Background: an optimization exercise with open tools, aiming at small area, a short achievable clock period and few clock cycles per item. Do not read the settings as production practice.
In this exercise RTL edits were held to simulation tests only and were not proved equivalent to the original.
Power figures rest on the tool's default switching activity, not on a simulated workload.

**config.mk**
```make
export PLATFORM = sky130hd
export DESIGN_NAME = lru_key_value_cache
export DESIGN_NICKNAME = lru_key_value_cache
export VERILOG_FILES = /design/flow/design.v
export SDC_FILE = /design/flow/constraint.sdc
export NUM_CORES = 4
export LEC_CHECK = 0
export CAP_MARGIN = 20
export CORE_MARGIN = 2
export CORE_UTILIZATION = 40
export SLEW_MARGIN = 20
```
**constraint.sdc**
```tcl
create_clock -name core_clock -period 6.0 [get_ports {clk}]
set_input_delay 1.2000 -clock core_clock [delete_from_list [all_inputs] [get_ports {clk}]]
set_output_delay 1.2000 -clock core_clock [all_outputs]
set_load 0.01 [all_outputs]
```
**design.v**
```verilog
package lkv_pkg;
  localparam int MAX_ENTRIES_DEF = 16;
  localparam int KEY_BITS_DEF    = 16;
  localparam int VALUE_BITS_DEF  = 32;
  localparam int             CAP_BITS  = 5;
  localparam logic [CAP_BITS-1:0] CAP_RESET = 5'd16;
  typedef enum logic {
    CMD_GET = 1'b0,
    CMD_PUT = 1'b1
  } cmd_t;
  typedef enum logic [1:0] {
    ST_IDLE,
    ST_MATCH,
    ST_UPDATE,
    ST_REPLY
  } state_t;
  typedef struct packed {
    logic capture;
    logic lookup;
    logic update;
    logic reply;
  } ctl_cmd_t;
endpackage
module lkv_ram #(
  parameter int WIDTH = 32,
  parameter int DEPTH = 16
) (
  input  logic                     clk,
  input  logic                     we,
  input  logic [$clog2(DEPTH)-1:0] waddr,
  input  logic [WIDTH-1:0]         wdata,
  input  logic                     re,
  input  logic [$clog2(DEPTH)-1:0] raddr,
  output logic [WIDTH-1:0]         rdata
);
  logic [WIDTH-1:0] mem [DEPTH];
  always_ff @(posedge clk) begin
    if (we) begin
      mem[waddr] <= wdata;
    end
    if (re) begin
      rdata <= mem[raddr];
    end
  end
endmodule
module lkv_ctrl (
  input  logic              clk,
  input  logic              rst,
  input  logic              in_valid,
  output logic              in_ready,
  output logic              out_valid,
  input  logic              out_ready,
  output lkv_pkg::ctl_cmd_t cmd
);
  lkv_pkg::state_t state;
  lkv_pkg::state_t state_next;
  always_ff @(posedge clk) begin
    if (rst) begin
      state <= lkv_pkg::ST_IDLE;
    end else begin
      state <= state_next;
    end
  end
  always_comb begin
    state_next = state;
    cmd        = '0;
    in_ready   = 1'b0;
    unique case (state)
      lkv_pkg::ST_IDLE: begin
        in_ready = 1'b1;
        if (in_valid) begin
          cmd.capture = 1'b1;
          state_next  = lkv_pkg::ST_MATCH;
        end
      end
      lkv_pkg::ST_MATCH: begin
        cmd.lookup = 1'b1;
        state_next = lkv_pkg::ST_UPDATE;
      end
      lkv_pkg::ST_UPDATE: begin
        cmd.update = 1'b1;
        state_next = lkv_pkg::ST_REPLY;
      end
      lkv_pkg::ST_REPLY: begin
        if (!out_valid || out_ready) begin
          cmd.reply  = 1'b1;
          state_next = lkv_pkg::ST_IDLE;
        end
      end
      default: state_next = lkv_pkg::ST_IDLE;
    endcase
  end
  always_ff @(posedge clk) begin
    if (rst) begin
      out_valid <= 1'b0;
    end else if (cmd.reply) begin
      out_valid <= 1'b1;
    end else if (out_ready) begin
      out_valid <= 1'b0;
    end
  end
endmodule
module lkv_datapath #(
  parameter int MAX_ENTRIES = lkv_pkg::MAX_ENTRIES_DEF,
  parameter int KEY_BITS    = lkv_pkg::KEY_BITS_DEF,
  parameter int VALUE_BITS  = lkv_pkg::VALUE_BITS_DEF
) (
  input  logic                          clk,
  input  logic                          rst,
  input  logic                          cfg_write_en,
  input  logic [lkv_pkg::CAP_BITS-1:0]  cfg_write_data,
  input  lkv_pkg::ctl_cmd_t             cmd,
  input  lkv_pkg::cmd_t                 in_command,
  input  logic [KEY_BITS-1:0]           in_key,
  input  logic [VALUE_BITS-1:0]         in_value,
  output logic                          out_hit,
  output logic [VALUE_BITS-1:0]         out_read_value,
  output logic                          out_evicted,
  output logic [KEY_BITS-1:0]           out_evicted_key
);
  localparam int IW  = $clog2(MAX_ENTRIES);
  localparam int CW  = $clog2(MAX_ENTRIES + 1);
  localparam int CXW = (CW > lkv_pkg::CAP_BITS) ? CW : lkv_pkg::CAP_BITS;
  logic [lkv_pkg::CAP_BITS-1:0]   cap_reg;
  lkv_pkg::cmd_t                  cmd_q;
  logic [KEY_BITS-1:0]   key_q;
  logic [VALUE_BITS-1:0] val_q;
  logic                  slot_valid [MAX_ENTRIES];
  logic [KEY_BITS-1:0]   slot_key   [MAX_ENTRIES];
  logic [IW-1:0]         slot_rank  [MAX_ENTRIES];
  logic [CW-1:0]         used_count;
  logic                  match_any;
  logic [IW-1:0]         hit_idx;
  logic [IW-1:0]         hit_rank;
  logic [IW-1:0]         lru_idx;
  logic [IW-1:0]         free_idx;
  logic [CXW-1:0]        cap_ext;
  logic [CXW-1:0]        eff_cap;
  logic                  need_evict;
  logic                  hit_q;
  logic [IW-1:0]         hit_idx_q;
  logic [IW-1:0]         hit_rank_q;
  logic [IW-1:0]         lru_idx_q;
  logic [IW-1:0]         free_idx_q;
  logic                  evict_q;
  logic [IW-1:0]         target;
  logic                  is_put;
  logic                  put_miss;
  logic                  vram_we;
  logic [IW-1:0]         vram_waddr;
  logic [VALUE_BITS-1:0] vram_rdata;
  logic [KEY_BITS-1:0]   kram_rdata;
  always_ff @(posedge clk) begin
    if (rst) begin
      cap_reg <= lkv_pkg::CAP_RESET;
    end else if (cfg_write_en) begin
      cap_reg <= cfg_write_data;
    end
  end
  always_ff @(posedge clk) begin
    if (cmd.capture) begin
      cmd_q <= in_command;
      key_q <= in_key;
      val_q <= in_value;
    end
  end
  always_comb begin
    match_any = 1'b0;
    hit_idx   = '0;
    hit_rank  = '0;
    lru_idx   = '0;
    free_idx  = '0;
    for (int i = MAX_ENTRIES - 1; i >= 0; i--) begin
      if (slot_valid[i] && slot_key[i] == key_q) begin
        match_any = 1'b1;
        hit_idx   = IW'(i);
        hit_rank  = hit_rank | slot_rank[i];
      end
      if (slot_valid[i] && CW'(slot_rank[i]) == used_count - CW'(1)) begin
        lru_idx = IW'(i);
      end
      if (!slot_valid[i]) begin
        free_idx = IW'(i);
      end
    end
  end
  always_comb begin
    cap_ext = CXW'(cap_reg);
    if (cap_ext == '0) begin
      eff_cap = CXW'(1);
    end else if (cap_ext > CXW'(MAX_ENTRIES)) begin
      eff_cap = CXW'(MAX_ENTRIES);
    end else begin
      eff_cap = cap_ext;
    end
    need_evict = CXW'(used_count) >= eff_cap;
  end
  always_ff @(posedge clk) begin
    if (cmd.lookup) begin
      hit_q      <= match_any;
      hit_idx_q  <= hit_idx;
      hit_rank_q <= hit_rank;
      lru_idx_q  <= lru_idx;
      free_idx_q <= free_idx;
      evict_q    <= need_evict;
    end
  end
  assign is_put   = (cmd_q == lkv_pkg::CMD_PUT);
  assign put_miss = is_put && !hit_q;
  assign target   = evict_q ? lru_idx_q : free_idx_q;
  always_ff @(posedge clk) begin
    if (rst) begin
      for (int i = 0; i < MAX_ENTRIES; i++) begin
        slot_valid[i] <= 1'b0;
      end
      used_count <= '0;
    end else if (cmd.update && put_miss) begin
      slot_valid[target] <= 1'b1;
      if (!evict_q) begin
        used_count <= used_count + CW'(1);
      end
    end
  end
  always_ff @(posedge clk) begin
    if (cmd.update) begin
      for (int i = 0; i < MAX_ENTRIES; i++) begin
        if (hit_q) begin
          if (IW'(i) == hit_idx_q) begin
            slot_rank[i] <= '0;
          end else if (slot_valid[i] && slot_rank[i] < hit_rank_q) begin
            slot_rank[i] <= slot_rank[i] + IW'(1);
          end
        end else if (is_put) begin
          if (IW'(i) == target) begin
            slot_rank[i] <= '0;
            slot_key[i]  <= key_q;
          end else if (slot_valid[i]) begin
            slot_rank[i] <= slot_rank[i] + IW'(1);
          end
        end
      end
    end
  end
  assign vram_we    = cmd.update && is_put;
  assign vram_waddr = hit_q ? hit_idx_q : target;
  lkv_ram #(
    .WIDTH (VALUE_BITS),
    .DEPTH (MAX_ENTRIES)
  ) u_value_ram (
    .clk   (clk),
    .we    (vram_we),
    .waddr (vram_waddr),
    .wdata (val_q),
    .re    (cmd.update),
    .raddr (hit_idx_q),
    .rdata (vram_rdata)
  );
  lkv_ram #(
    .WIDTH (KEY_BITS),
    .DEPTH (MAX_ENTRIES)
  ) u_key_ram (
    .clk   (clk),
    .we    (cmd.update && put_miss),
    .waddr (target),
    .wdata (key_q),
    .re    (cmd.update),
    .raddr (lru_idx_q),
    .rdata (kram_rdata)
  );
  always_ff @(posedge clk) begin
    if (cmd.reply) begin
      out_hit         <= hit_q;
      out_read_value  <= (!is_put && hit_q) ? vram_rdata : '0;
      out_evicted     <= put_miss && evict_q;
      out_evicted_key <= (put_miss && evict_q) ? kram_rdata : '0;
    end
  end
endmodule
module lru_key_value_cache (
  input  logic                         clk,
  input  logic                         rst,
  input  logic                         cfg_write_en,
  input  logic [4:0]                   cfg_write_data,
  input  logic                         req_valid,
  output logic                         req_ready,
  input  logic                         req_command,
  input  logic [15:0]                  req_lookup_key,
  input  logic [31:0]                  req_write_value,
  output logic                         rsp_valid,
  input  logic                         rsp_ready,
  output logic                         rsp_hit,
  output logic [31:0]                  rsp_read_value,
  output logic                         rsp_evicted,
  output logic [15:0]                  rsp_evicted_key
);
  localparam int MAX_ENTRIES = lkv_pkg::MAX_ENTRIES_DEF;
  localparam int KEY_BITS    = lkv_pkg::KEY_BITS_DEF;
  localparam int VALUE_BITS  = lkv_pkg::VALUE_BITS_DEF;
  lkv_pkg::ctl_cmd_t cmd;
  lkv_ctrl u_ctrl (
    .clk       (clk),
    .rst       (rst),
    .in_valid  (req_valid),
    .in_ready  (req_ready),
    .out_valid (rsp_valid),
    .out_ready (rsp_ready),
    .cmd       (cmd)
  );
  lkv_datapath #(
    .MAX_ENTRIES (MAX_ENTRIES),
    .KEY_BITS    (KEY_BITS),
    .VALUE_BITS  (VALUE_BITS)
  ) u_datapath (
    .clk             (clk),
    .rst             (rst),
    .cfg_write_en    (cfg_write_en),
    .cfg_write_data  (cfg_write_data),
    .cmd             (cmd),
    .in_command      (lkv_pkg::cmd_t'(req_command)),
    .in_key          (req_lookup_key),
    .in_value        (req_write_value),
    .out_hit         (rsp_hit),
    .out_read_value  (rsp_read_value),
    .out_evicted     (rsp_evicted),
    .out_evicted_key (rsp_evicted_key)
  );
endmodule
```
**run.sh**
```bash
#!/bin/bash
# synth_recipe.tcl (not shown) runs the flow's synth.tcl, then flattens the netlist and writes it again
# the make line also repeats each setting of config.mk as NAME=value (left out here)
make -C /OpenROAD-flow-scripts/flow DESIGN_CONFIG=/design/flow/config.mk WORK_HOME=/design/flow/orfs CLKGATE_MAP_FILE= SYNTH_SCRIPT=/design/flow/synth_recipe.tcl finish
```
==> results.py, run 1 <==
metrics = {
    "status": {
        "outcome": "no timing/DRC/antenna violations",
    },
    "drt": {
        "vias": 26500,
        "wire_per_inst_um": 25.6,
        "drt_drc_violations_left": 0,
        "vias_per_cell": 5.45,
        "dr.pass1.iters": 7,
        "ant_nets": 0,
        "totalWireLength_mm": 125,
        "drt_iter0_drc": 2549,
    },
    "pwr": {
        "ir_drop_uv": 305,
        "power_leakage_nw": 19.2,
        "p_int_w": 0.0171,
        "power_density_mw_per_mm2": 384,
        "p_clk_share_pct": 35.4,
        "p_switching_w": 0.00616,
        "p_comb_share_pct": 16.3,
        "swShare_pct": 26.5,
        "seqPwrFrac_pct": 48.3,
    },
    "sta": {
        "finClkSkew_ns": 0.0341,
        "max_freq_ghz": 0.270,
        "post-route-period-util_pct": 61.7,
        "hold_viol_final": 0,
        "finalSetupViolations": 0,
        "rsz0062_at_grt": "false",
        "worst_pin_slew_ns": 1.14,
        "holdWs_ns": 0.515,
        "relSlewSlack_pct": 23.2,
        "period_minus_slack_ns": 3.70,
        "setup_tns_ns": 0,
        "drv_slew": 0,
    },
    "synth": {
        "netlist_instances": 2804,
        "ys_warn_count": 6,
        "yosysTopAreaCellShare_pct": 72.0,
        "syn_area_mm2": 0.0523,
        "netlist.top_cell.by_area": "edfxtp_1",
        "syn_area_per_cell_um2": 18.6,
        "synth_seq_cells": 1282,
        "yosysSeqAreaShare_pct": 73.1,
        "yosysUniqueCellTypes": 54,
        "synth_fp_nets": 2939,
        "synth_edf_count": 1253,
        "yosys-top-cells-area": "edfxtp_1 72%, mux4_2 10%, xnor2_1 3.2%",
        "synth_ff_type": "edfxtp_1",
        "synthArstFlopShare_pct": 0,
    },
    "critical_path": {
        "startpoint": "u_datapath.key_q[7]",
        "cp-start-kind": "flop",
        "crit_path_frequent_cell": "nor3_1",
        "crit_type": "reg2reg",
        "rr_worst_depth": 10,
        "endpoint_kind": "flop",
        "crit_end": "u_datapath.hit_idx_q[1]",
        "cp_num_buf_inv": 1,
        "cpMaxStageDelayCell": "edfxtp_1",
        "cp_top_family": "simple AND/OR/NAND/NOR gates",
        "timing.rr.start": "u_datapath.key_q[7]",
        "worst_r2r_endpoint": "u_datapath.hit_idx_q[1]",
        "critPathArrivalTime_ns": 4.34,
        "reg2reg_slack_ns": 2.30,
        "path_cells": "buf_12 -> xor2_1 -> nor4_1 -> nand4_1 -> nor3_1 -> nor2_1 -> o31ai_1 -> a211oi_1 -> nor3_1 -> o31a_1",
        "worst-path-stages": 10,
        "critical_path.max_fanout": 26,
        "slowest_delay_ns": 0.83,
        "crit_required_ns": 6.63,
    },
    "cts": {
        "cts_setup_buffers": 0,
        "clock_path_buffers": 3,
        "htreeDepth": 4,
        "clock_sinks": 1282,
        "clkTransAtPathRegs_ns": 0.06,
        "cts_buffers": 138,
        "postCtsHoldBufs": 0,
        "cts_resized": 0,
        "cts_tree": "built",
        "clk_latency_ns": 0.77,
        "cts_root_buf": "clkbuf_16",
    },
    "cells_and_area": {
        "largest_reg_flops": 512,
        "final_cell_mix": "1253 x edfxtp_1, 240 x mux4_2, 188 x xnor2_1, 169 x xor2_1, 163 x nor2_1",
        "multi_input_area_mm2": 0.0136,
        "final_common_cell": "edfxtp_1",
        "regArea_mm2": 0.0382,
        "reg_top3": "u_datapath.u_value_ram.mem x512, u_datapath.slot_key x256, u_datapath.u_key_ram.mem x256",
        "top_register": "u_datapath.u_value_ram.mem",
        "nets": 3164,
        "n_fill_cell": 10800,
        "area_growth_pct": 15.8,
        "antenna_cells": 0,
        "layout-drive-gt1-share_pct": 19.0,
    },
    "grt": {
        "grt_util_all_layers_pct": 19.0,
        "antenna_found_initial": 1,
        "grt_pass1_wl_mm": 185,
        "grt_max_degree": 85,
        "grt_pass1_vias": 27700,
        "grt_overflow": 0,
    },
    "floorplanning": {
        "io_pins": 111,
        "initial_utilization_pct": 40.3,
        "die_x_um": 365,
        "die_y_um": 365,
        "core_mm2": 0.130,
        "die_area_mm2": 0.134,
        "rows": 132,
    },
    "hold_path": {
        "hold_path_class": "reg2reg",
    },
    "placement": {
        "hpwl_mm": 73.4,
        "routabilityCongestion": 0.906,
        "portBuffers": 110,
    },
    "job": {
        "maxCapViolCount": 0,
    },
}
==> cell families (layout without fill, tap and decap cells) <==
kind of cell             count (synthesis)  count (layout)  share of synthesized area, %
adder cells (fa/ha/maj)                 76              76                          1.82
flip-flops                            1282            1282                          73.1
AO/OA/AOI/OAI                          156             156                          1.98
buffers and inverters                  162             490                          1.28
XOR/XNOR                               359             359                          6.09
multiplexers                           252             252                          10.6
AND/OR/NAND/NOR                        517             517                          5.15
==> stage by stage <==
stage          power, W  instances  area (um2)  setup slack [ns]  utilization (%)
2_1_floorplan    0.0137       2804       52300              1.69                -
3_3_place_gp     0.0151       4626       56000              2.34             43.2
3_5_place_dp     0.0152       4630       56100              2.33             43.3
4_1_cts          0.0235       4873       60500              2.32             46.6
5_1_grt          0.0241       4874       60500              2.03             46.7
6_report         0.0232       4874       60500              2.30             46.7
==> final cells by class <==
type | count | share of cell area [%]
Sequential cell | 1282 | 63.1
Multi-Input combinational cell | 1360 | 22.5
Timing Repair Buffer | 208 | 3.25
Clock inverter | 78 | 1.21
Clock buffer | 165 | 6.03
Inverter | 39 | 0.242
Tap cell | 1742 | 3.60
==> how the worst min path moves through the flow <==
stage,from,end,depth (start not counted)
2_1_floorplan,u_datapath.hit_q,u_datapath.out_hit,0
3_3_place_gp,u_datapath.cap_reg[0],u_datapath.cap_reg[0],2
3_5_place_dp,u_datapath.u_value_ram.rdata[13],u_datapath.out_read_value[13],1
4_1_cts,u_datapath.u_value_ram.rdata[20],u_datapath.out_read_value[20],1
5_1_grt,u_datapath.u_key_ram.rdata[13],u_datapath.out_evicted_key[13],1
6_report,u_datapath.u_key_ram.rdata[12],u_datapath.out_evicted_key[12],1
==> power groups by stage <==
| stage | sequential (W) | combinational [W] | clock, W |
|---|---|---|---|
| floorplan | 0.0113 | 0.00246 | 0 |
| global placement | 0.0114 | 0.00376 | 0 |
| detailed placement | 0.0114 | 0.00383 | 0 |
| CTS | 0.0112 | 0.00386 | 0.00843 |
| global route | 0.0113 | 0.00410 | 0.00876 |
| finish | 0.0112 | 0.00378 | 0.00823 |
==> routing by layer <==
layer | GRT usage [%] | part of all wire [%]
met4 | 5.50 | 2.3
met5 | 0 | 0
met3 | 3.73 | 6.0
met2 | 31.3 | 49
met1 | 25.7 | 43
==> Yosys cell counts, types with 24 or more instances <==
master and n:
ha_1 76, nor3_1 35, nor2b_1 27, nand4_1 61
nor4_1 29, and2_1 51, dfxtp_1 29, inv_1 37
xor2_1 169, nor2_1 184, nand2_1 44, o21ai_0 24
clkbuf_1 68, a21oi_1 39, nand3_1 27, xnor2_1 188
buf_2 43, edfxtp_1 1253, mux4_2 240
==> worst reg2reg max path: cells and delay by family (launching register included) <==
| family | cells | cell delay (ns) |
|---|---|---|
| flops | 1 | 0.83 |
| xor+xnor | 1 | 0.11 |
| compound gates | 3 | 0.60 |
| simple gates | 5 | 1.75 |
| buf+inv | 1 | 0.29 |
Testbench counts, summed over its fixed seeds: cycles 32,008, items 8,000.
==> run 2, diff against run 1 <==
==> design.v (replaced) <==
package lkv_pkg;
  localparam int MAX_ENTRIES_DEF = 16;
  localparam int KEY_BITS_DEF    = 16;
  localparam int VALUE_BITS_DEF  = 32;
  localparam int             CAP_BITS  = 5;
  localparam logic [CAP_BITS-1:0] CAP_RESET = 5'd16;
  typedef enum logic {
    CMD_GET = 1'b0,
    CMD_PUT = 1'b1
  } cmd_t;
  typedef enum logic [1:0] {
    ST_IDLE,
    ST_MATCH,
    ST_UPDATE,
    ST_REPLY
  } state_t;
  typedef struct packed {
    logic capture;
    logic lookup;
    logic update;
    logic reply;
  } ctl_cmd_t;
endpackage
module lru_key_value_cache (
  input  logic                         clk,
  input  logic                         rst,
  input  logic                         cfg_write_en,
  input  logic [4:0]                   cfg_write_data,
  input  logic                         req_valid,
  output logic                         req_ready,
  input  logic                         req_command,
  input  logic [15:0]                  req_lookup_key,
  input  logic [31:0]                  req_write_value,
  output logic                         rsp_valid,
  input  logic                         rsp_ready,
  output logic                         rsp_hit,
  output logic [31:0]                  rsp_read_value,
  output logic                         rsp_evicted,
  output logic [15:0]                  rsp_evicted_key
);
  localparam int N  = 16;
  localparam int KW = 16;
  localparam int VW = 32;
  logic          s_v;
  logic          s_put;
  logic [KW-1:0] s_key;
  logic [VW-1:0] s_val;
  logic [N-1:0]  vld;
  logic [KW-1:0] ekey [N];
  logic [VW-1:0] eval [N];
  logic [3:0]    lim_m1;
  logic          go;
  logic [N-1:0]  m;
  logic [N-1:0]  ge;
  logic          hit;
  logic          putmiss;
  logic          full;
  logic [N-1:0]  en;
  logic [VW-1:0] hv;
  logic [KW-1:0] lastkey;
  assign go        = s_v & (~rsp_valid | rsp_ready);
  assign req_ready = ~s_v | ~rsp_valid | rsp_ready;
  always_ff @(posedge clk) begin
    if (rst) begin
      s_v <= 1'b0;
    end else if (req_ready) begin
      s_v <= req_valid;
    end
  end
  always_ff @(posedge clk) begin
    if (req_ready) begin
      s_put <= req_command;
      s_key <= req_lookup_key;
      s_val <= req_write_value;
    end
  end
  always_ff @(posedge clk) begin
    if (rst) begin
      lim_m1 <= 4'd15;
    end else if (cfg_write_en) begin
      if (cfg_write_data == 5'd0) begin
        lim_m1 <= 4'd0;
      end else if (cfg_write_data > 5'd16) begin
        lim_m1 <= 4'd15;
      end else begin
        lim_m1 <= 4'(cfg_write_data - 5'd1);
      end
    end
  end
  always_comb begin
    for (int i = 0; i < N; i++) begin
      m[i] = vld[i] && (ekey[i] == s_key);
    end
    for (int i = 0; i < N; i++) begin
      ge[i] = |(m >> i);
    end
    hit     = ge[0];
    putmiss = s_put & ~hit;
    full    = vld[lim_m1];
    en[0]   = go & (hit | s_put);
    for (int i = 1; i < N; i++) begin
      en[i] = go & (ge[i] | putmiss);
    end
    hv      = '0;
    lastkey = '0;
    for (int i = 0; i < N; i++) begin
      hv = hv | ({VW{m[i]}} & eval[i]);
      if (i == N - 1) begin
        lastkey = lastkey | ({KW{vld[i]}} & ekey[i]);
      end else begin
        lastkey = lastkey | ({KW{vld[i] & ~vld[i+1]}} & ekey[i]);
      end
    end
  end
  always_ff @(posedge clk) begin
    if (en[0]) begin
      ekey[0] <= s_key;
      eval[0] <= s_put ? s_val : hv;
    end
    for (int i = 1; i < N; i++) begin
      if (en[i]) begin
        ekey[i] <= ekey[i-1];
        eval[i] <= eval[i-1];
      end
    end
  end
  always_ff @(posedge clk) begin
    if (rst) begin
      vld <= '0;
    end else if (go && putmiss && !full) begin
      vld <= {vld[N-2:0], 1'b1};
    end
  end
  always_ff @(posedge clk) begin
    if (rst) begin
      rsp_valid <= 1'b0;
    end else if (go) begin
      rsp_valid <= 1'b1;
    end else if (rsp_ready) begin
      rsp_valid <= 1'b0;
    end
  end
  always_ff @(posedge clk) begin
    if (go) begin
      rsp_hit         <= hit;
      rsp_read_value  <= s_put ? '0 : hv;
      rsp_evicted     <= putmiss & full;
      rsp_evicted_key <= (putmiss & full) ? lastkey : '0;
    end
  end
endmodule
==> results.py, run 2 <==
metrics = {
    "status": {
        "outcome": "no timing/DRC/antenna violations",
    },
    "cts": {
        "cts_tree": "built",
        "cts_setup_buffers": 0,
        "cts_buffers": 94,
        "cts_resized": 0,
        "clkTransAtPathRegs_ns": 0.07,
        "postCtsHoldBufs": 0,
        "clock_sinks": 889,
        "clk_latency_ns": 0.67,
        "clock_path_buffers": 3,
        "cts_root_buf": "clkbuf_16",
        "htreeDepth": 3,
    },
    "cells_and_area": {
        "final_common_cell": "edfxtp_1",
        "fin_area_mm2": 0.0411,
        "fin_util_pct": 46.5,
        "area_growth_pct": 15.6,
        "top_register": "eval",
        "largest_reg_flops": 512,
        "nets": 2292,
        "final_cell_mix": "867 x edfxtp_1, 232 x xnor2_1, 149 x a22o_1, 149 x a221oi_1, 110 x clkdlybuf4s50_1",
        "antenna_cells": 0,
        "layout-drive-gt1-share_pct": 10.9,
        "reg_top3": "eval x512, ekey x256",
    },
    "synth": {
        "syn_area_mm2": 0.0355,
        "synth_top_family_by_area": "compound AO/OA/AOI/OAI gates",
        "synth_common_cells": "867 x edfxtp_1, 232 x xnor2_1, 149 x a221oi_1, 149 x a22o_1, 110 x nor2_1",
        "synth_ff_type": "edfxtp_1",
        "synth_fa_ha_area_share_pct": 0.0352,
        "syn_area_per_cell_um2": 16.9,
        "yosysUniqueCellTypes": 46,
        "synth_edf_count": 867,
        "synth.most_common_cell": "edfxtp_1",
        "yosysSeqAreaShare_pct": 74.6,
        "synth_fp_nets": 2160,
        "yosysTopAreaCellShare_pct": 73.3,
        "netlist.top_cell.by_area": "edfxtp_1",
        "yosys-top-cells-area": "edfxtp_1 73%, xnor2_1 5.7%, a221oi_1 3.7%",
        "netlist_instances": 2100,
        "ys_warn_count": 3,
        "synth_mux_area_share_pct": 0.740,
        "synthArstFlopShare_pct": 0,
        "synthSimpleGateAreaFrac_pct": 5.39,
        "synth_seq_cells": 889,
        "synth_xor_area_share_pct": 6.31,
        "synth_compound_area_share_pct": 10.1,
    },
    "sta": {
        "drv_slew": 0,
        "period_minus_slack_ns": 5.03,
        "finClkSkew_ns": 0.0404,
        "relSlewSlack_pct": 29.0,
        "hold_viol_final": 0,
        "post-route-period-util_pct": 83.8,
        "setup_tns_ns": 0,
        "finalSetupViolations": 0,
        "max_freq_ghz": 0.199,
        "rsz0062_at_grt": "false",
        "worst_pin_slew_ns": 1.06,
    },
    "pwr": {
        "p_comb_share_pct": 3.9,
        "ir_drop_uv": 247,
        "p_clk_share_pct": 43.8,
        "seqPwrFrac_pct": 52.3,
        "p_switching_w": 0.00301,
        "p_int_w": 0.0107,
        "power_leakage_nw": 12.8,
        "power_density_mw_per_mm2": 334,
        "swShare_pct": 21.9,
    },
    "drt": {
        "vias_per_cell": 6.33,
        "totalWireLength_mm": 119,
        "drt_iter0_drc": 3207,
        "wire_per_inst_um": 34.2,
        "vias": 22000,
        "ant_nets": 0,
        "dr.pass1.iters": 6,
        "drt_drc_violations_left": 0,
    },
    "grt": {
        "grt_pass1_wl_mm": 166,
        "grt_max_degree": 65,
        "antenna_found_initial": 0,
        "grt_overflow": 0,
        "grt_pass1_vias": 21800,
        "grt_util_all_layers_pct": 25.7,
    },
    "critical_path": {
        "endpoint_kind": "flop",
        "worst_r2r_endpoint": "ekey[2][4]",
        "critical_path.max_fanout": 35,
        "cpMaxStageDelayCell": "edfxtp_1",
        "crit_required_ns": 6.29,
        "worst-path-stages": 8,
        "cp-start-kind": "flop",
        "reg2reg_slack_ns": 0.97,
        "critPathArrivalTime_ns": 5.32,
        "slowest_delay_ns": 0.77,
        "path_cells": "xnor2_1 -> nand3_1 -> nor4_1 -> and3_2 -> buf_4 -> nor3_1 -> a21oi_4 -> buf_4",
        "timing.rr.start": "s_key[1]",
        "crit_end": "ekey[2][4]",
        "cp_top_family": "simple AND/OR/NAND/NOR gates",
        "cp_num_buf_inv": 2,
        "rr_worst_depth": 8,
        "crit_path_frequent_cell": "buf_4",
        "startpoint": "s_key[1]",
        "crit_type": "reg2reg",
    },
    "floorplanning": {
        "rows": 109,
        "io_pins": 111,
        "die_y_um": 302,
        "core_mm2": 0.0882,
        "initial_utilization_pct": 40.2,
        "die_x_um": 302,
        "die_area_mm2": 0.0912,
    },
    "placement": {
        "routabilityCongestion": 1.02,
        "placed_cell_area_mm2": 0.0379,
        "hpwl_mm": 72.3,
        "portBuffers": 110,
    },
    "job": {
        "maxCapViolCount": 0,
    },
    "hold_path": {
        "hold_path_class": "reg2reg",
    },
}
run 2: changes by cell type after synthesis, moves of 75 or more:
cell      previous run  this run
a221oi_1            17       149
a22o_1              17       149
a22oi_1              0        86
edfxtp_1          1253       867
ha_1                76         1
mux4_2             240         5
xor2_1             169        24
run 2: worst min-delay path by stage:
stage                       from            to  cells after the start
global placement    eval[11][26]  eval[12][26]                      0
floorplan             eval[9][9]   eval[10][9]                      0
global route          eval[3][1]    eval[4][1]                      0
detailed placement   eval[4][15]   eval[5][15]                      0
finish               eval[8][18]   eval[9][18]                      0
CTS                  eval[8][18]   eval[9][18]                      0
run 2: final cells by class:
class	count	area, um2
fillers	7465	47200
flip-flops and latches	889	26500
multi-input cells	1055	8230
clock buffers	112	2440
repair buffers	180	1700
well taps	1165	1460
clock inverters	58	699
inverters	12	46.3
run 2: per-stage QoR:
stage / power (W) / hold WS [ns] / cells / setup WS, ns
6_report: 0.0137 / 0.441 / 3471 / 0.971
3_3_place_gp: 0.00782 / 0.428 / 3301 / 0.961
2_1_floorplan: 0.00753 / 0.426 / 2100 / 0.988
3_5_place_dp: 0.00782 / 0.433 / 3301 / 1.01
4_1_cts: 0.0138 / 0.442 / 3471 / 0.975
5_1_grt: 0.0140 / 0.450 / 3471 / 0.870
run 2: kinds of logic (layout without fill, tap and decap cells):
kind of cell,after synthesis,after routing
AND/OR/NAND/NOR,330,330
multiplexers,20,20
buffers and inverters,156,362
adder cells (fa/ha/maj),1,1
XOR/XNOR,256,256
AO/OA/AOI/OAI,448,448
flip-flops,889,889
run 2: power groups by stage:
stage | clock network [W] | logic, W | registers (W)
floorplan | 0 | 0.000316 | 0.00721
global placement | 0 | 0.000534 | 0.00729
detailed placement | 0 | 0.000531 | 0.00729
CTS | 0.00607 | 0.000534 | 0.00717
global route | 0.00630 | 0.000557 | 0.00718
finish | 0.00600 | 0.000539 | 0.00717
run 2: routing by layer:
layer | global-route usage, % | vias to the layer above | routed length [um]
met3 | 6.22 | 289 | 14100
met5 | 0 | - | 0
li1 | - | 8725 | -
met1 | 36.2 | 11300 | 47300
met2 | 39.4 | 1693 | 53300
met4 | 8.14 | 0 | 3900
Testbench counts of run 2, summed over its fixed seeds: cycles 8,016, items 8,000.
==> run 3, diff against run 2 <==
--- a/design.v
+++ b/design.v
@@ -46,4 +46,5 @@
   logic [KW-1:0] s_key;
   logic [VW-1:0] s_val;
+  logic [4:0]    cnt;
   logic [N-1:0]  vld;
   logic [KW-1:0] ekey [N];
@@ -59,4 +60,5 @@
   logic [VW-1:0] hv;
   logic [KW-1:0] lastkey;
+  logic          rd_q;
   assign go        = s_v & (~rsp_valid | rsp_ready);
   assign req_ready = ~s_v | ~rsp_valid | rsp_ready;
@@ -90,4 +92,7 @@
   always_comb begin
     for (int i = 0; i < N; i++) begin
+      vld[i] = cnt > 5'(i);
+    end
+    for (int i = 0; i < N; i++) begin
       m[i] = vld[i] && (ekey[i] == s_key);
     end
@@ -97,5 +102,5 @@
     hit     = ge[0];
     putmiss = s_put & ~hit;
-    full    = vld[lim_m1];
+    full    = cnt > {1'b0, lim_m1};
     en[0]   = go & (hit | s_put);
     for (int i = 1; i < N; i++) begin
@@ -127,7 +132,7 @@
   always_ff @(posedge clk) begin
     if (rst) begin
-      vld <= '0;
+      cnt <= '0;
     end else if (go && putmiss && !full) begin
-      vld <= {vld[N-2:0], 1'b1};
+      cnt <= cnt + 5'd1;
     end
   end
@@ -141,8 +146,9 @@
     end
   end
+  assign rsp_read_value = {VW{rd_q}} & eval[0];
   always_ff @(posedge clk) begin
     if (go) begin
+      rd_q            <= hit & ~s_put;
       rsp_hit         <= hit;
-      rsp_read_value  <= s_put ? '0 : hv;
       rsp_evicted     <= putmiss & full;
       rsp_evicted_key <= (putmiss & full) ? lastkey : '0;
--- a/config.mk
+++ b/config.mk
@@ -9,3 +9,4 @@
 export CORE_MARGIN = 2
 export CORE_UTILIZATION = 40
+export SETUP_SLACK_MARGIN = 3.2
 export SLEW_MARGIN = 20
==> results.py, run 3 <==
metrics = {
    "floorplanning": {
        "rows": 107,
        "die_x_um": 298,
        "core_mm2": 0.0854,
        "die_y_um": 298,
        "io_pins": 111,
        "initial_utilization_pct": 40.5,
        "die_area_mm2": 0.0888,
    },
    "cells_and_area": {
        "n_fill_cell": 6675,
        "largest_reg_flops": 512,
        "final_common_cell": "edfxtp_1",
        "final_cell_mix": "836 x edfxtp_1, 167 x a22oi_1, 143 x xnor2_1, 128 x buf_4, 121 x nand4_1",
        "reg_top3": "eval x512, ekey x256, s_val x32",
        "regArea_mm2": 0.0253,
        "multi_input_area_mm2": 0.0100,
        "layout-drive-gt1-share_pct": 29.6,
        "area_growth_pct": 35.3,
        "top_register": "eval",
        "nets": 2651,
    },
    "placement": {
        "hpwl_mm": 72.0,
        "portBuffers": 110,
        "routabilityCongestion": 0.965,
    },
    "drt": {
        "vias": 24500,
        "dr.pass1.iters": 14,
        "vias_per_cell": 6.45,
        "drt_drc_violations_left": 0,
        "ant_nets": 0,
        "wire_per_inst_um": 36.4,
        "drt_iter0_drc": 3999,
        "totalWireLength_mm": 138,
    },
    "sta": {
        "finClkSkew_ns": 0.0414,
        "finalSetupViolations": 0,
        "max_freq_ghz": 0.297,
        "drv_slew": 0,
        "holdWs_ns": 0.434,
        "rsz0062_at_grt": "true",
        "setup_tns_ns": 0,
        "period_minus_slack_ns": 3.36,
        "worst_pin_slew_ns": 1.17,
        "post-route-period-util_pct": 56.1,
        "relSlewSlack_pct": 21.6,
        "hold_viol_final": 0,
    },
    "synth": {
        "yosysTopAreaCellShare_pct": 72.6,
        "synth_seq_cells": 847,
        "synth_common_cells": "836 x edfxtp_1, 173 x xnor2_1, 169 x a22oi_1, 121 x nand4_1, 84 x xor2_1",
        "netlist.top_cell.by_area": "edfxtp_1",
        "yosysSeqAreaShare_pct": 73.2,
        "synthArstFlopShare_pct": 0,
        "syn_area_mm2": 0.0346,
        "syn_area_per_cell_um2": 16.3,
        "synth_ff_type": "edfxtp_1",
        "synth_fp_nets": 2193,
        "netlist_instances": 2124,
        "yosys-top-cells-area": "edfxtp_1 73%, xnor2_1 4.4%, a22oi_1 3.7%",
        "synth.most_common_cell": "edfxtp_1",
        "ys_warn_count": 3,
        "synth_edf_count": 836,
        "yosysUniqueCellTypes": 68,
    },
    "critical_path": {
        "critPathArrivalTime_ns": 3.74,
        "reg2reg_slack_ns": 2.64,
        "rr_worst_depth": 16,
        "crit_type": "reg2reg",
        "startpoint": "s_key[8]",
        "critical_path.max_fanout": 9,
        "cp-start-kind": "flop",
        "crit_required_ns": 6.38,
        "timing.rr.start": "s_key[8]",
        "endpoint_kind": "flop",
        "worst_r2r_endpoint": "eval[4][23]",
        "crit_end": "eval[4][23]",
    },
    "grt": {
        "grt_util_all_layers_pct": 29.3,
        "grt_pass1_wl_mm": 184,
        "grt_max_degree": 44,
        "grt_pass1_vias": 24000,
        "grt_overflow": 0,
        "antenna_found_initial": 3,
    },
    "hold_path": {
        "hold_path_class": "reg2reg",
    },
    "cts": {
        "clock_sinks": 847,
        "cts_buffers": 91,
        "clkTransAtPathRegs_ns": 0.06,
        "clock_path_buffers": 3,
        "cts_tree": "built",
        "cts_root_buf": "clkbuf_16",
        "htreeDepth": 3,
        "clk_latency_ns": 0.70,
    },
    "status": {
        "outcome": "no timing/DRC/antenna violations",
    },
    "pwr": {
        "power_leakage_nw": 15.5,
        "ir_drop_uv": 210,
        "power_density_mw_per_mm2": 289,
    },
    "job": {
        "maxCapViolCount": 0,
    },
}
run 3: area by class of cell:
type                       instances  area share (%)
sequential                       847            54.2
antenna                            1         0.00535
timing repair buffer             479            14.6
inverter                          38           0.313
tap                             1144            3.06
timing repair inverter             1          0.0160
clock buffer                     108            5.00
multi-input combinational       1124            21.5
clock inverter                    58            1.41
run 3: per-layer routing:
metal | wire (um) | track usage [%]
met3 | 18800 | 7.15
met2 | 61900 | 45.3
met1 | 49400 | 39.0
met5 | 42 | 0
met4 | 8270 | 14.1
run 3: kinds of logic (layout without fill, tap and decap cells):
kind of cell,count (synthesis),in the layout,synth area share (%)
mux,29,29,0.883
xor+xnor,257,257,6.51
compound gates,461,464,10.4
buf+inv,160,684,2.49
flops,847,847,73.2
fa+ha+maj,10,10,0.362
other cells,0,1,0
simple gates,360,364,6.13
run 3: what timing repair did:
| action | 4_1_cts | 5_1_grt |
|---|---|---|
| pin swaps | 71 | 35 |
| gates cloned | 44 | 29 |
| hold buffers | 0 | 0 |
| buffers inserted | 205 | 38 |
| gates resized for setup | 511 | 116 |
| endpoints found under the setup margin | 877 | 856 |
run 3: how the worst min path moves through the flow:
stage / from / end / slack [ns] / cells past startpoint
2_1_floorplan: s_key[14] / ekey[0][14] / 0.42 / 0
3_3_place_gp: eval[3][24] / eval[4][24] / 0.43 / 0
5_1_grt: eval[13][0] / eval[14][0] / 0.45 / 0
6_report: eval[5][24] / eval[6][24] / 0.43 / 0
4_1_cts: eval[6][28] / eval[7][28] / 0.44 / 0
3_5_place_dp: eval[2][15] / eval[3][15] / 0.43 / 0
run 3: critical path, cell delays in order, from the launching register on:
cell	delay [ns]
edfxtp_1	0.46
buf_12	0.20
xnor2_4	0.21
nand4_1	0.12
or4_4	0.54
nor2_4	0.15
a2111oi_4	0.06
buf_4	0.19
buf_6	0.13
nand4_4	0.11
buf_4	0.12
buf_6	0.10
nor3_4	0.04
nor2_4	0.12
buf_12	0.20
buf_12	0.13
buf_16	0.14
run 3: report_power, final:
| part | total (W) | internal, W | switching (W) |
|---|---|---|---|
| logic | 0.00100 | 0.000457 | 0.000545 |
| clock network | 0.00571 | 0.00318 | 0.00254 |
| registers | 0.00682 | 0.00667 | 0.000144 |
| total | 0.0135 | 0.0103 | 0.00323 |
run 3: through the flow:
step	total power (W)	setup WS, ns	util [%]	instances	instance area [um2]
detailed placement	0.00752	1.24	43.9	3317	37500
CTS	0.0134	2.74	52.9	3732	45200
global route	0.0138	2.59	54.8	3799	46800
global placement	0.00751	1.24	43.9	3317	37500
floorplan	0.00721	2.63	-	2124	35000
finish	0.0135	2.64	54.8	3800	46800
Testbench counts of run 3, summed over its fixed seeds: cycles 8,016, items 8,000.
==> run 4, diff against run 3 <==
--- a/config.mk
+++ b/config.mk
@@ -6,4 +6,5 @@
 export NUM_CORES = 4
 export LEC_CHECK = 0
+export ABC_CLOCK_PERIOD_IN_PS = 2800
 export CAP_MARGIN = 20
 export CORE_MARGIN = 2
==> results.py, run 4 <==
metrics = {
    "critical_path": {
        "startpoint": "s_key[8]",
        "reg2reg_slack_ns": 2.64,
        "path_cells": "buf_12 -> xnor2_4 -> nand4_1 -> or4_4 -> nor2_4 -> a2111oi_4 -> buf_4 -> buf_6 -> nand4_4 -> buf_4 -> buf_6 -> nor3_4 -> nor2_4 -> buf_12 -> buf_12 -> buf_16",
        "endpoint_kind": "flop",
        "cpMaxStageDelayCell": "or4_4",
        "slowest_delay_ns": 0.54,
        "crit_required_ns": 6.38,
        "cp-start-kind": "flop",
        "crit_path_frequent_cell": "buf_12",
        "critPathArrivalTime_ns": 3.74,
        "rr_worst_depth": 16,
        "crit_end": "eval[4][23]",
        "worst_r2r_endpoint": "eval[4][23]",
        "timing.rr.start": "s_key[8]",
        "crit_type": "reg2reg",
        "critical_path.max_fanout": 9,
    },
    "cells_and_area": {
        "largest_reg_flops": 512,
        "final_cell_mix": "836 x edfxtp_1, 167 x a22oi_1, 143 x xnor2_1, 128 x buf_4, 121 x nand4_1",
        "multi_input_area_mm2": 0.0100,
        "regArea_mm2": 0.0253,
        "reg_top3": "eval x512, ekey x256, s_val x32",
        "n_fill_cell": 6675,
        "final_common_cell": "edfxtp_1",
        "layout-drive-gt1-share_pct": 29.6,
        "fin_util_pct": 54.8,
        "nets": 2651,
        "top_register": "eval",
        "area_growth_pct": 35.3,
        "final_cells": 3800,
    },
    "sta": {
        "worst_pin_slew_ns": 1.17,
        "hold_viol_final": 0,
        "finClkSkew_ns": 0.0414,
        "relSlewSlack_pct": 21.6,
        "finalSetupViolations": 0,
        "drv_slew": 0,
        "setup_tns_ns": 0,
        "max_freq_ghz": 0.297,
        "post-route-period-util_pct": 56.1,
        "holdWs_ns": 0.434,
        "rsz0062_at_grt": "true",
        "period_minus_slack_ns": 3.36,
    },
    "synth": {
        "synth_edf_count": 836,
        "synth_ff_type": "edfxtp_1",
        "netlist_instances": 2124,
        "ys_warn_count": 3,
        "syn_area_mm2": 0.0346,
        "yosysUniqueCellTypes": 68,
        "synthArstFlopShare_pct": 0,
        "synth_fp_nets": 2193,
        "syn_area_per_cell_um2": 16.3,
        "yosysSeqAreaShare_pct": 73.2,
        "synth_seq_cells": 847,
        "yosys-top-cells-area": "edfxtp_1 73%, xnor2_1 4.4%, a22oi_1 3.7%",
        "synth.most_common_cell": "edfxtp_1",
        "netlist.top_cell.by_area": "edfxtp_1",
        "yosysTopAreaCellShare_pct": 72.6,
        "synth_common_cells": "836 x edfxtp_1, 173 x xnor2_1, 169 x a22oi_1, 121 x nand4_1, 84 x xor2_1",
    },
    "floorplanning": {
        "initial_utilization_pct": 40.5,
        "die_x_um": 298,
        "die_area_mm2": 0.0888,
        "core_mm2": 0.0854,
        "rows": 107,
        "io_pins": 111,
        "die_y_um": 298,
    },
    "drt": {
        "wire_per_inst_um": 36.4,
        "dr.pass1.iters": 14,
        "vias_per_cell": 6.45,
        "drt_drc_violations_left": 0,
        "ant_nets": 0,
        "vias": 24500,
        "totalWireLength_mm": 138,
        "drt_iter0_drc": 3999,
    },
    "hold_path": {
        "hp-start": "eval[5][24]",
        "hold_path_class": "reg2reg",
        "whs_path_depth": 0,
    },
    "cts": {
        "htreeDepth": 3,
        "postCtsHoldBufs": 0,
        "clock_path_buffers": 3,
        "cts_tree": "built",
        "cts_root_buf": "clkbuf_16",
        "cts_buffers": 91,
        "clk_latency_ns": 0.70,
        "clkTransAtPathRegs_ns": 0.06,
        "clock_sinks": 847,
    },
    "pwr": {
        "p_comb_share_pct": 7.4,
        "seqPwrFrac_pct": 50.4,
        "p_switching_w": 0.00323,
        "ir_drop_uv": 210,
        "power_density_mw_per_mm2": 289,
        "fin_total_pwr_w": 0.0135,
        "power_leakage_nw": 15.5,
        "p_clk_share_pct": 42.2,
        "p_int_w": 0.0103,
        "swShare_pct": 23.8,
    },
    "placement": {
        "place_inst": 3317,
        "routabilityCongestion": 0.965,
        "hpwl_mm": 72.0,
        "portBuffers": 110,
    },
    "grt": {
        "grt_pass1_wl_mm": 184,
        "grt_overflow": 0,
        "antenna_found_initial": 3,
        "grt_util_all_layers_pct": 29.3,
        "grt_pass1_vias": 24000,
        "grt_max_degree": 44,
    },
    "status": {
        "outcome": "no timing/DRC/antenna violations",
    },
    "job": {
        "maxCapViolCount": 0,
    },
}
-- run 4: cell counts after synthesis --
No cell type changed its count.
-- run 4: metal layers --
layer | routed length, um | global-route usage, % | up-vias
met3 | 18800 | 7.15 | 431
li1 | - | - | 9560
met5 | 42 | 0 | -
met1 | 49400 | 39.0 | 12400
met4 | 8270 | 14.1 | 2
met2 | 61900 | 45.3 | 2167
-- run 4: area by class of cell --
class	count	share of cell area, %
Clock inverter	58	1.41
Sequential cell	847	54.2
Timing Repair Buffer	479	14.6
Tap cell	1144	3.06
Multi-Input combinational cell	1124	21.5
Antenna cell	1	0.00535
Inverter	38	0.313
Timing Repair inverter	1	0.0160
Clock buffer	108	5.00
-- run 4: power groups by stage --
stage | logic (W) | registers (W) | clock network, W
6_report | 0.00100 | 0.00682 | 0.00571
5_1_grt | 0.00102 | 0.00683 | 0.00598
4_1_cts | 0.000874 | 0.00681 | 0.00575
3_5_place_dp | 0.000559 | 0.00696 | 0
3_3_place_gp | 0.000557 | 0.00696 | 0
2_1_floorplan | 0.000337 | 0.00687 | 0
-- run 4: kinds of logic after synthesis --
family,count (synthesis),share of synthesized area [%]
buf+inv,160,2.49
simple gates,360,6.13
flops,847,73.2
xor+xnor,257,6.51
mux,29,0.883
fa+ha+maj,10,0.362
compound gates,461,10.4
-- run 4: worst min path at each step --
| stage | endpoint | slack, ns |
|---|---|---|
| 5_1_grt | eval[14][0] | 0.45 |
| 3_3_place_gp | eval[4][24] | 0.43 |
| 2_1_floorplan | ekey[0][14] | 0.42 |
| 6_report | eval[6][24] | 0.43 |
| 3_5_place_dp | eval[3][15] | 0.43 |
| 4_1_cts | eval[7][28] | 0.44 |
-- run 4: timing repair --
action / CTS / global route
pin swaps: 71 / 35
gates cloned: 44 / 29
setup endpoints to repair: 877 / 856
resized for setup: 511 / 116
buffers inserted: 205 / 38
-- run 4: per-stage QoR --
| step | area, um2 | setup WS [ns] |
|---|---|---|
| 2_1_floorplan | 35000 | 2.63 |
| 3_3_place_gp | 37500 | 1.24 |
| 3_5_place_dp | 37500 | 1.24 |
| 4_1_cts | 45200 | 2.74 |
| 5_1_grt | 46800 | 2.59 |
| 6_report | 46800 | 2.64 |
-- run 4: critical path: cells and delay by family (launching register included) --
kind                      cells  cell delay (ns)
xor gates and xnor gates      1             0.21
AOI/OAI and AO/OA             1             0.06
buffers and inverters         8             1.21
and+or+nand+nor               6             1.08
DFF                           1             0.46
==> run 5, diff against run 4 <==
--- a/design.v
+++ b/design.v
@@ -52,4 +52,8 @@
   logic [3:0]    lim_m1;
   logic          go;
+  logic [N-1:0]  mq;       
+  logic [N-1:0]  eq_old;   
+  logic          eq_prev;  
+  logic [N-1:0]  mq_d;
   logic [N-1:0]  m;
   logic [N-1:0]  ge;
@@ -75,4 +79,5 @@
       s_key <= req_lookup_key;
       s_val <= req_write_value;
+      mq    <= mq_d;
     end
   end
@@ -95,5 +100,5 @@
     end
     for (int i = 0; i < N; i++) begin
-      m[i] = vld[i] && (ekey[i] == s_key);
+      m[i] = vld[i] & mq[i];
     end
     for (int i = 0; i < N; i++) begin
@@ -116,4 +121,14 @@
         lastkey = lastkey | ({KW{vld[i] & ~vld[i+1]}} & ekey[i]);
       end
+    end
+  end
+  always_comb begin
+    eq_prev = (req_lookup_key == s_key);
+    for (int i = 0; i < N; i++) begin
+      eq_old[i] = (req_lookup_key == ekey[i]);
+    end
+    mq_d[0] = en[0] ? eq_prev : eq_old[0];
+    for (int i = 1; i < N; i++) begin
+      mq_d[i] = en[i] ? eq_old[i-1] : eq_old[i];
     end
   end
--- a/config.mk
+++ b/config.mk
@@ -6,8 +6,7 @@
 export NUM_CORES = 4
 export LEC_CHECK = 0
-export ABC_CLOCK_PERIOD_IN_PS = 2800
 export CAP_MARGIN = 20
 export CORE_MARGIN = 2
 export CORE_UTILIZATION = 40
-export SETUP_SLACK_MARGIN = 3.2
+export SETUP_SLACK_MARGIN = 3.0
 export SLEW_MARGIN = 20
==> results.py, run 5 <==
metrics = {
    "status": {
        "outcome": "no timing/DRC/antenna violations",
    },
    "cells_and_area": {
        "area_growth_pct": 19.5,
        "final_common_cell": "edfxtp_1",
        "final_cell_mix": "852 x edfxtp_1, 272 x xor2_1, 151 x a22oi_1, 94 x clkbuf_16, 86 x clkdlybuf4s50_1",
        "largest_reg_flops": 512,
        "antenna_cells": 0,
        "reg_top3": "eval x512, ekey x256, s_val x32",
        "n_fill_cell": 7269,
        "nets": 2401,
        "top_register": "eval",
        "layout-drive-gt1-share_pct": 14.3,
        "final_cells": 3558,
    },
    "sta": {
        "period_minus_slack_ns": 3.20,
        "max_freq_ghz": 0.313,
        "drv_slew": 0,
        "finClkSkew_ns": 0.0562,
        "rsz0062_at_grt": "true",
        "hold_viol_final": 0,
        "setup_tns_ns": 0,
        "relSlewSlack_pct": 39.6,
        "worst_pin_slew_ns": 0.907,
        "post-route-period-util_pct": 53.3,
        "finalSetupViolations": 0,
    },
    "critical_path": {
        "crit_required_ns": 4.80,
        "path_cells": "buf_12 -> and2_1 -> clkdlybuf4s50_1",
        "endpoint_kind": "output pin",
        "critPathArrivalTime_ns": 2.00,
        "critical_path.max_fanout": 32,
        "slowest_delay_ns": 0.55,
        "crit_type": "reg2out",
        "cp-start-kind": "flop",
        "cpMaxStageDelayCell": "clkdlybuf4s50_1",
    },
    "pwr": {
        "p_comb_share_pct": 4.4,
        "ir_drop_uv": 215,
        "power_density_mw_per_mm2": 319,
        "swShare_pct": 22.2,
        "power_leakage_nw": 13.7,
        "p_switching_w": 0.00295,
        "fin_total_pwr_w": 0.0133,
        "seqPwrFrac_pct": 52.6,
        "p_int_w": 0.0103,
        "p_clk_share_pct": 43.1,
    },
    "floorplanning": {
        "die_area_mm2": 0.0894,
        "initial_utilization_pct": 40.2,
        "io_pins": 111,
        "core_mm2": 0.0865,
        "die_x_um": 299,
        "die_y_um": 299,
        "rows": 108,
    },
    "cts": {
        "clock_sinks": 863,
        "cts_buffers": 91,
        "clk_latency_ns": 0.66,
        "cts_tree": "built",
        "clock_path_buffers": 3,
        "htreeDepth": 3,
        "clkTransAtPathRegs_ns": 0.06,
        "cts_root_buf": "clkbuf_16",
    },
    "drt": {
        "wire_per_inst_um": 34.1,
        "vias": 22500,
        "dr.pass1.iters": 6,
        "vias_per_cell": 6.32,
        "drt_drc_violations_left": 0,
        "drt_iter0_drc": 3459,
        "totalWireLength_mm": 121,
        "ant_nets": 0,
    },
    "grt": {
        "grt_max_degree": 50,
        "met1_usage_pct": 34.1,
        "grt_pass1_vias": 22400,
        "grt_util_met2_pct": 43.5,
        "grt_most_used_layer": "met2",
        "grt_util_all_layers_pct": 26.3,
        "use_met3_pct": 4.59,
        "grt_overflow": 0,
        "grt_pass1_wl_mm": 168,
        "antenna_found_initial": 0,
    },
    "synth": {
        "synth_fp_nets": 2212,
        "synth_edf_count": 852,
        "synthArstFlopShare_pct": 0,
        "synth_ff_type": "edfxtp_1",
        "yosysUniqueCellTypes": 58,
        "syn_area_mm2": 0.0348,
        "synth_top_family_by_area": "compound AO/OA/AOI/OAI gates",
        "synth_seq_cells": 863,
        "synth_mux_area_share_pct": 0.719,
        "synthSimpleGateAreaFrac_pct": 5.64,
        "synth.most_common_cell": "edfxtp_1",
        "netlist_instances": 2143,
        "ys_warn_count": 3,
        "synth_common_cells": "852 x edfxtp_1, 272 x xor2_1, 151 x a22oi_1, 123 x clkbuf_1, 80 x nand2_1",
        "yosysSeqAreaShare_pct": 74.2,
        "synth_compound_area_share_pct": 10.5,
        "netlist.top_cell.by_area": "edfxtp_1",
        "yosys-top-cells-area": "edfxtp_1 74%, xor2_1 6.8%, a22oi_1 3.3%",
        "yosysTopAreaCellShare_pct": 73.5,
        "synth_xor_area_share_pct": 6.87,
        "syn_area_per_cell_um2": 16.2,
        "synth_fa_ha_area_share_pct": 0.360,
    },
    "placement": {
        "hpwl_mm": 75.2,
        "portBuffers": 110,
        "place_inst": 3332,
        "routabilityCongestion": 0.970,
    },
    "job": {
        "maxCapViolCount": 0,
    },
    "hold_path": {
        "hold_path_class": "reg2reg",
    },
}
run 5: cell count changes in the layout (fill, tap and decap cells not counted), sizes merged, moves of 40 or more:
| cell | before | now |
|---|---|---|
| nand3 | 17 | 57 |
| buf | 374 | 127 |
| xor2 | 84 | 272 |
| nor4 | 32 | 77 |
| xnor2 | 173 | 1 |
| nand4 | 122 | 37 |
run 5: repair_timing:
action / CTS / global route
cloned: 2 / 4
hold endpoints to repair: 0 / 0
buffers inserted: 29 / 27
pin swaps: 15 / 7
setup endpoints to repair: 873 / 524
hold buffers: 0 / 0
resized for setup: 62 / 42
run 5: cell type report:
type / count / area, um2 / share of cell area (%)
sequential: 863 / 25800 / 62.1
multi-input combinational: 1127 / 8940 / 21.5
clock buffer: 107 / 2360 / 5.67
timing repair buffer: 224 / 2220 / 5.35
tap: 1155 / 1450 / 3.48
clock inverter: 57 / 652 / 1.57
inverter: 24 / 136 / 0.328
timing repair inverter: 1 / 5.00 / 0.0120
run 5: path summary, 6_finish.rpt:
kind                            cells after the start                 to  startpoint  slack, ns
worst max-delay path                                3  rsp_read_value[2]        rd_q       2.80
worst min-delay path                                0        eval[10][1]  eval[9][1]       0.43
worst max register to register                      9         eval[5][4]      cnt[4]       2.98
worst min register to register                      0        eval[10][1]  eval[9][1]       0.43
run 5: stage by stage:
stage | hold WS, ns | util [%] | cell area [um2] | setup slack (ns)
after global routing | 0.435 | 48.1 | 41600 | 2.76
after detailed placement | 0.432 | 43.5 | 37600 | 1.38
after global placement | 0.429 | 43.5 | 37600 | 1.30
after CTS | 0.427 | 47.6 | 41100 | 2.76
after floorplan | 0.425 | - | 35100 | 1.94
final | 0.430 | 48.1 | 41600 | 2.80
run 5: cell families (layout without fill, tap and decap cells):
logic type,Yosys count,in the layout
mux,25,25
xor+xnor,273,273
buf+inv,155,413
simple gates,363,363
compound gates,454,456
flops,863,863
fa+ha+maj,10,10
run 5: per-layer routing:
metal	part of all wire, %	up-vias
li1	-	9067
met1	37	11500
met2	48	1621
met3	9.6	305
met4	5.0	0
met5	0	-
run 5: critical path: cells and delay by family (launching register included):
| family | cells | cell delay, ns |
|---|---|---|
| AND/OR/NAND/NOR | 1 | 0.20 |
| flip-flops | 1 | 0.37 |
| buffers and inverters | 2 | 0.73 |
run 5: power groups by stage:
stage	clock (W)	combinational (W)	sequential [W]
after floorplan	0	0.000297	0.00701
after global placement	0	0.000519	0.00710
after detailed placement	0	0.000525	0.00710
after CTS	0.00578	0.000553	0.00697
after global routing	0.00600	0.000608	0.00698
final	0.00571	0.000580	0.00697
Testbench counts of run 5, summed over its fixed seeds: cycles 8,016, items 8,000.
==> run 6, diff against run 5 <==
--- a/config.mk
+++ b/config.mk
@@ -9,4 +9,4 @@
 export CORE_MARGIN = 2
 export CORE_UTILIZATION = 40
-export SETUP_SLACK_MARGIN = 3.0
+export SETUP_SLACK_MARGIN = 2.6
 export SLEW_MARGIN = 20
==> results.py, run 6 <==
metrics = {
    "cells_and_area": {
        "area_growth_pct": 18.2,
        "final_cell_mix": "852 x edfxtp_1, 272 x xor2_1, 151 x a22oi_1, 94 x clkdlybuf4s50_1, 90 x clkbuf_16",
        "nets": 2376,
        "fin_util_pct": 47.6,
        "n_fill_cell": 7369,
        "layout-drive-gt1-share_pct": 13.3,
        "antenna_cells": 0,
        "final_cells": 3532,
        "top_register": "eval",
        "largest_reg_flops": 512,
        "fin_area_mm2": 0.0411,
        "final_common_cell": "edfxtp_1",
        "reg_top3": "eval x512, ekey x256, s_val x32",
    },
    "synth": {
        "netlist.top_cell.by_area": "edfxtp_1",
        "synth_ff_type": "edfxtp_1",
        "synth_mux_area_share_pct": 0.719,
        "synth_xor_area_share_pct": 6.87,
        "yosys-top-cells-area": "edfxtp_1 74%, xor2_1 6.8%, a22oi_1 3.3%",
        "synth_common_cells": "852 x edfxtp_1, 272 x xor2_1, 151 x a22oi_1, 123 x clkbuf_1, 80 x nand2_1",
        "netlist_instances": 2143,
        "yosysSeqAreaShare_pct": 74.2,
        "synthSimpleGateAreaFrac_pct": 5.64,
        "syn_area_per_cell_um2": 16.2,
        "synth_compound_area_share_pct": 10.5,
        "yosysUniqueCellTypes": 58,
        "synth_seq_cells": 863,
        "synth_fp_nets": 2212,
        "synth_edf_count": 852,
        "syn_area_mm2": 0.0348,
        "synth.most_common_cell": "edfxtp_1",
        "ys_warn_count": 3,
        "synthArstFlopShare_pct": 0,
        "yosysTopAreaCellShare_pct": 73.5,
        "synth_top_family_by_area": "compound AO/OA/AOI/OAI gates",
        "synth_fa_ha_area_share_pct": 0.360,
    },
    "critical_path": {
        "critical_path.max_fanout": 3,
        "endpoint_kind": "output pin",
        "cp-start-kind": "primary input",
        "rr_worst_depth": 6,
        "critPathArrivalTime_ns": 2.15,
        "timing.rr.start": "s_put",
        "crit_type": "in2out",
        "worst_r2r_endpoint": "eval[4][24]",
        "startpoint": "rsp_ready",
        "reg2reg_slack_ns": 2.70,
        "crit_required_ns": 4.80,
    },
    "placement": {
        "dpl_worst_slack_ns": 1.32,
        "place_inst": 3333,
        "placed_cell_area_mm2": 0.0376,
        "portBuffers": 110,
        "routabilityCongestion": 1.01,
        "hpwl_mm": 77.3,
    },
    "grt": {
        "grt_util_all_layers_pct": 26.1,
        "grt_max_degree": 50,
        "grt_pass1_wl_mm": 167,
        "antenna_found_initial": 1,
        "grt_overflow": 0,
        "grt_pass1_vias": 22100,
    },
    "drt": {
        "wl_met2_mm": 56.7,
        "vias": 22200,
        "topRoutingLayerUsed": "met5",
        "wire_per_inst_um": 33.6,
        "wl_met1_mm": 44.7,
        "vias_per_cell": 6.29,
        "ant_nets": 0,
        "totalWireLength_mm": 119,
        "wl_met3_mm": 11.1,
        "drt_drc_violations_left": 0,
        "drt_iter0_drc": 3539,
        "dr.pass1.iters": 7,
    },
    "cts": {
        "cts_buffers": 89,
        "clock_path_buffers": 3,
        "clkTransAtPathRegs_ns": 0.06,
        "cts_root_buf": "clkbuf_16",
        "clock_sinks": 863,
        "htreeDepth": 3,
        "clk_latency_ns": 0.66,
        "cts_tree": "built",
    },
    "sta": {
        "finClkSkew_ns": 0.0277,
        "worst_slack_ns": 2.65,
        "post-route-period-util_pct": 55.8,
        "setup_tns_ns": 0,
        "drv_slew": 0,
        "worst_pin_slew_ns": 0.995,
        "max_freq_ghz": 0.298,
        "rsz0062_at_grt": "false",
        "hold_viol_final": 0,
        "period_minus_slack_ns": 3.35,
        "relSlewSlack_pct": 33.7,
        "finalSetupViolations": 0,
    },
    "pwr": {
        "power_density_mw_per_mm2": 322,
        "power_leakage_nw": 13.5,
        "ir_drop_uv": 256,
    },
    "floorplanning": {
        "rows": 108,
        "initial_utilization_pct": 40.2,
        "io_pins": 111,
        "core_mm2": 0.0865,
        "die_area_mm2": 0.0894,
        "die_y_um": 299,
        "die_x_um": 299,
    },
    "hold_path": {
        "hold_path_class": "reg2reg",
        "whs_path_depth": 0,
        "min_to": "eval[6][19]",
        "hp-start": "eval[5][19]",
    },
    "status": {
        "outcome": "no timing/DRC/antenna violations",
    },
    "job": {
        "maxCapViolCount": 0,
    },
}
## run 6: changes by cell type in the layout (fill, tap and decap cells not counted), moves of 3 or more
cell	before	now
clkdlybuf4s50_1	86	94
nor2_1	19	22
buf_4	83	69
buf_12	15	8
clkbuf_1	15	9
clkbuf_16	94	90
dlymetal6s2s_1	6	0
clkinvlp_4	4	7
## run 6: logic make-up after synthesis
group,Yosys count
fa+ha+maj,10
xor+xnor,273
mux,25
simple gates,363
flops,863
compound gates,454
buf+inv,155
## run 6: layout make-up
cell class / count / area (um2) / share of cell area [%]
Clock buffer: 99 / 2290 / 5.56
Clock inverter: 62 / 718 / 1.75
Inverter: 24 / 114 / 0.277
Multi-Input combinational cell: 1131 / 8930 / 21.7
Sequential cell: 863 / 25800 / 62.8
Tap cell: 1155 / 1450 / 3.51
Timing Repair Buffer: 197 / 1820 / 4.43
Timing Repair inverter: 1 / 7.51 / 0.0182
## run 6: worst max path at each step
stage / end / slack [ns] / cells after the start
global placement: eval[14][1] / 1.42 / 7
detailed placement: eval[14][20] / 1.32 / 7
CTS: eval[13][19] / 2.51 / 8
global route: req_ready / 2.61 / 4
finish: req_ready / 2.65 / 4
floorplan: mq[15] / 1.94 / 13
## run 6: report_power, final
part	leakage (nW)	total (W)	internal (W)	switching [W]
Clock	1.47	0.00572	0.00333	0.00240
Sequential	8.04	0.00698	0.00681	0.000172
Combinational	3.95	0.000551	0.000193	0.000358
Total	13.5	0.0133	0.0103	0.00293
## run 6: what timing repair did
item,in CTS,in global routing
setup buffers,25,6
resized for setup,36,14
setup endpoints to repair,844,252
cloned,6,1
pin swaps,11,3
hold buffers,0,0
## run 6: worst max-delay path, stage by stage
cell and delay, ns:
clkdlybuf4s50_1 0.44, nor2b_4 0.18, nand2_4 0.15, buf_6 0.17
## run 6: stage by stage
stage                     power, W  hold WS (ns)
after floorplan            0.00731         0.425
after global placement     0.00761         0.430
after detailed placement   0.00762         0.433
after CTS                   0.0133         0.431
after global routing        0.0136         0.441
final                       0.0133         0.436
## run 6: routing by layer
layer / GRT usage (%) / vias up
met5: 0 / -
met4: 11.5 / 2
met3: 4.08 / 262
met2: 43.0 / 1515
met1: 34.3 / 11400
li1: - / 9042

## separate check: timing with driven ports
The flow's constraints put no driver on any port. The routed layouts listed below were extracted and timed again, unchanged, in two steps. Step 1, drivers: a clkbuf_16 drives clk and a buf_2 each remaining input, both assumed. Step 2 times the ports against the registers' clock, not the clock port: input delays grow and output delays shrink by t, the midpoint of the rising clock arrivals with the driver on. a / b / c = ideal ports / drivers / drivers and shift; a / b = the first two.
| run | t (ns) | setup WS [ns] | worst setup path after step 2 | worst register clock-pin slew, ns | cell pins on the clock port's net |
|---|---|---|---|---|---|
| run 1 | 0.825 | 2.296 / 2.296 / 2.296 | register to register | 0.07 / 0.07 | 1 |
| run 2 | 0.714 | 0.971 / 0.971 / 0.971 | register to register | 0.07 / 0.07 | 1 |
| run 3 | 0.746 | 2.636 / 2.636 / 2.475 | input to register | 0.07 / 0.07 | 1 |
| run 4 | 0.746 | 2.636 / 2.636 / 2.475 | input to register | 0.07 / 0.07 | 1 |
| run 5 | 0.697 | 2.802 / 2.740 / 2.357 | input to register | 0.07 / 0.07 | 1 |
| run 6 | 0.707 | 2.649 / 2.626 / 2.272 | input to register | 0.07 / 0.07 | 1 |
After both steps every run listed still meets setup and hold. The setup slack of run 5, which loses most, moves by -0.062 ns with the drivers and by -0.445 ns with both steps.
